Source: an optimization exercise on an open RTL-to-GDS flow (aim: small area and a short achievable clock period). Production flows keep margins and buffers that such runs may drop.
Power figures rest on the tool's default switching activity, not on a simulated workload.

==> wip/umber <==
// alu_imm_dq_mw
module alu_imm_dq_mw
#(
  parameter int ENTRIES = 8,
  parameter int DISPATCH_WAYS = 4,
  parameter int LAUNCH_WAYS = 2,
  parameter int OCC_W = $clog2(ENTRIES + 1)
) (
  input logic CLK,
  input logic RST,
  input  logic [DISPATCH_WAYS-1:0] dispatch_attempt_by_way,
  input  logic [DISPATCH_WAYS-1:0] dispatch_valid_by_way,
  input  logic [DISPATCH_WAYS*4-1:0] dispatch_op_by_way,
  input  logic [DISPATCH_WAYS*12-1:0] dispatch_imm12_by_way,
  input  logic [DISPATCH_WAYS*LOG_PR_COUNT-1:0] dispatch_A_PR_by_way,
  input  logic [DISPATCH_WAYS-1:0] dispatch_A_ready_by_way,
  input  logic [DISPATCH_WAYS-1:0] dispatch_A_is_zero_by_way,
  input  logic [DISPATCH_WAYS*LOG_PR_COUNT-1:0] dispatch_dest_PR_by_way,
  input  logic [DISPATCH_WAYS*LOG_ROB_ENTRIES-1:0] dispatch_ROB_index_by_way,
  output logic [DISPATCH_WAYS-1:0] dispatch_ack_by_way,
  input  logic [PRF_BANK_COUNT-1:0] WB_bus_valid_by_bank,
  input  logic [PRF_BANK_COUNT*UPPER_W-1:0] WB_bus_upper_PR_by_bank,
  input  logic kill_valid,
  input  logic [LOG_ROB_ENTRIES-1:0] kill_ROB_index,
  input  logic [LOG_ROB_ENTRIES-1:0] rob_head_index,
  output logic [LAUNCH_WAYS-1:0] iq_enq_valid,
  output logic [LAUNCH_WAYS*4-1:0] iq_enq_op,
  output logic [LAUNCH_WAYS*12-1:0] iq_enq_imm12,
  output logic [LAUNCH_WAYS*LOG_PR_COUNT-1:0] iq_enq_A_PR,
  output logic [LAUNCH_WAYS-1:0] iq_enq_A_ready,
  output logic [LAUNCH_WAYS-1:0] iq_enq_A_is_zero,
  output logic [LAUNCH_WAYS*LOG_PR_COUNT-1:0] iq_enq_dest_PR,
  output logic [LAUNCH_WAYS*LOG_ROB_ENTRIES-1:0] iq_enq_ROB_index,
  input  logic [LAUNCH_WAYS-1:0] iq_enq_ready,
  output logic [OCC_W-1:0] occupancy
);
Settings: LEC_CHECK=0, CAP_MARGIN=20, CORE_MARGIN=2, CORE_UTILIZATION=30, SLEW_MARGIN=20; clock period 8.0 ns.
run.sh (not shown) runs the stock make flow with config.mk's settings and CLKGATE_MAP_FILE= SYNTH_SCRIPT=/design/flow/synth_recipe.tcl, a recipe that flattens the netlist after the stock synthesis.
==> inputs of wip/xenon, as changes to wip/umber <==
--- a/flow/design.v
+++ b/flow/design.v
@@ -65,17 +65,17 @@
   output logic [LAUNCH_WAYS*LOG_ROB_ENTRIES-1:0] iq_enq_ROB_index,
   input  logic [LAUNCH_WAYS-1:0] iq_enq_ready,
   output logic [OCC_W-1:0] occupancy
 );
   localparam int NB = 4;   
   logic [ENTRIES-1:0][ENTRY_W-1:0] ent_q;
   logic [ENTRIES-1:0] rdy_q, vs_q, vs_n, hd_q, hd_n, younger, we, rdy_cur, hd1, tl, therm;
   logic [DISPATCH_WAYS-1:0][ENTRY_W-1:0] disp;
-  logic [DISPATCH_WAYS-1:0] disp_wake, ack, wr;
+  logic [DISPATCH_WAYS-1:0] disp_wake, room, ack, wr;
   logic [DISPATCH_WAYS-1:0][DISPATCH_WAYS-1:0] rank;   
   logic [DISPATCH_WAYS:0] nw_gt;                       
   logic [NB-1:0][DISPATCH_WAYS-1:0] bsel;              
   logic [NB-1:0] tl4;
   logic [NB-1:0][ENTRY_W-1:0] bus;
   logic [OCC_W-1:0] occ;
   logic [LAUNCH_WAYS-1:0] launch;
   logic go, full;
@@ -123,20 +123,21 @@
   assign occ[0] = (therm[0] & ~therm[1]) | (therm[2] & ~therm[3]) | (therm[4] & ~therm[5]) | (therm[6] & ~therm[7]);
   always_comb begin
     logic [DISPATCH_WAYS:0] att_before, wr_before;   
     launch[0] = go & therm[0] & iq_enq_ready[0];
     launch[1] = launch[0] & therm[1] & iq_enq_ready[1];
     att_before = 5'b00001;
     wr_before = 5'b00001;
     for (int w = 0; w < DISPATCH_WAYS; w++) begin
-      ack[w] = 1'b0;
-      for (int n = 0; n <= w; n++) ack[w] |= att_before[n] & ~therm[ENTRIES - 1 - n];
-      ack[w] &= dispatch_attempt_by_way[w] & go;
-      wr[w] = ack[w] & dispatch_valid_by_way[w];
+      room[w] = 1'b0;
+      for (int n = 0; n <= w; n++) room[w] |= att_before[n] & ~therm[ENTRIES - 1 - n];
+      room[w] &= dispatch_attempt_by_way[w];
+      ack[w] = room[w] & go;
+      wr[w] = room[w] & dispatch_valid_by_way[w];
       rank[w] = wr[w] ? wr_before[DISPATCH_WAYS-1:0] : '0;
       if (dispatch_attempt_by_way[w]) att_before = att_before << 1;
       if (wr[w]) wr_before = wr_before << 1;
     end
     nw_gt = '0;
     for (int r = 0; r <= DISPATCH_WAYS; r++)
       for (int n = r + 1; n <= DISPATCH_WAYS; n++) nw_gt[r] |= wr_before[n];
     for (int b = 0; b < NB; b++)
==> flow/flow/run.sh (new file) <==
#!/bin/bash
# Own layout flow: the standard ORFS flow, with the port buffers made of buf_1 cells
# instead of the resizer's default pick. Every other step is the standard flow.
set -euo pipefail
bash standard.sh "BUFFER_PORTS_ARGS=-buffer_cell sky130_fd_sc_hd__buf_1" finish > standard.log 2>&1
==> flow/standard.sh (new file) <==
#!/bin/bash
# synth_recipe.tcl (not shown) runs the flow's synth.tcl, then flattens the netlist and writes it again
# the make line also repeats each setting of config.mk as NAME=value (left out here)
make -C /OpenROAD-flow-scripts/flow DESIGN_CONFIG=/design/flow/config.mk WORK_HOME=/design/flow/orfs CLKGATE_MAP_FILE= SYNTH_SCRIPT=/design/flow/synth_recipe.tcl "${@:-finish}"
==> flow/config.mk (replaced) <==
export PLATFORM = sky130hd
export DESIGN_NAME = alu_imm_dq_mw
export DESIGN_NICKNAME = alu_imm_dq_mw
export VERILOG_FILES = /design/flow/design.v
export SDC_FILE = /design/flow/constraint.sdc
export NUM_CORES = 4
export LEC_CHECK = 0
export CAP_MARGIN = 20
export CORE_MARGIN = 2
export CORE_UTILIZATION = 30
export SETUP_SLACK_MARGIN = 3.2
export SLEW_MARGIN = 20
removed: flow/run.sh
==> run summary <==
quantity                                             wip/umber       wip/xenon
Run status                                      finished clean  finished clean
Post-Synthesis Net Count                                 2,373           2,445
Startpoint types                                 primary input            flop
Layout cell share with drive strength beyond 1           10.2%           14.2%
Yosys top cell area share                                39.8%           39.9%
Most used cell along the critical path                  nor2_1         nand4_1
Slew Limit Headroom                                      27.6%           30.0%
Starting Density                                         30.2%           30.2%
Mean cell area of the mapped netlist                10.6 sq um      10.2 sq um
Comb_multi_in                                            1,559           1,615
Vias in the first global route                          22,000          22,700
Initial antenna violation count                              1              14
Global-route wire length before repair              152,000 um      153,000 um
Sequential power share                                   43.2%           39.9%
Global-route track usage on met3                         5.45%           6.84%
No functional check of the RTL was part of any run of this note.

afterwards: timing with drivers on the ports:
The flow's constraints put no driver on any port. The routed layouts listed below were extracted and timed again, unchanged, in two steps.
Step 1, drivers: a clkbuf_16 drives CLK and a buf_2 each remaining input, both assumed.
Step 2 moves the port delays by t, midway between the first and last clock arrival at a register: inputs arrive t later, outputs are due t later. That takes back most of the time a late clock gives input paths.
a / b / c = ideal / step 1 / step 2; a / b = the first two.
run	t, ns	setup WS [ns]	worst hold slack (ns)	worst setup path at the end
wip/umber	0.635	1.579 / 1.608 / 0.973	0.632 / 0.632 / 0.632	input to register
wip/xenon	0.621	3.147 / 3.084 / 2.715	0.692 / 0.692 / 0.692	input to register
After both steps setup and hold are still met in every run listed. The setup slack of wip/umber, which loses most, moves by +0.029 ns with the drivers and by -0.606 ns with both steps.
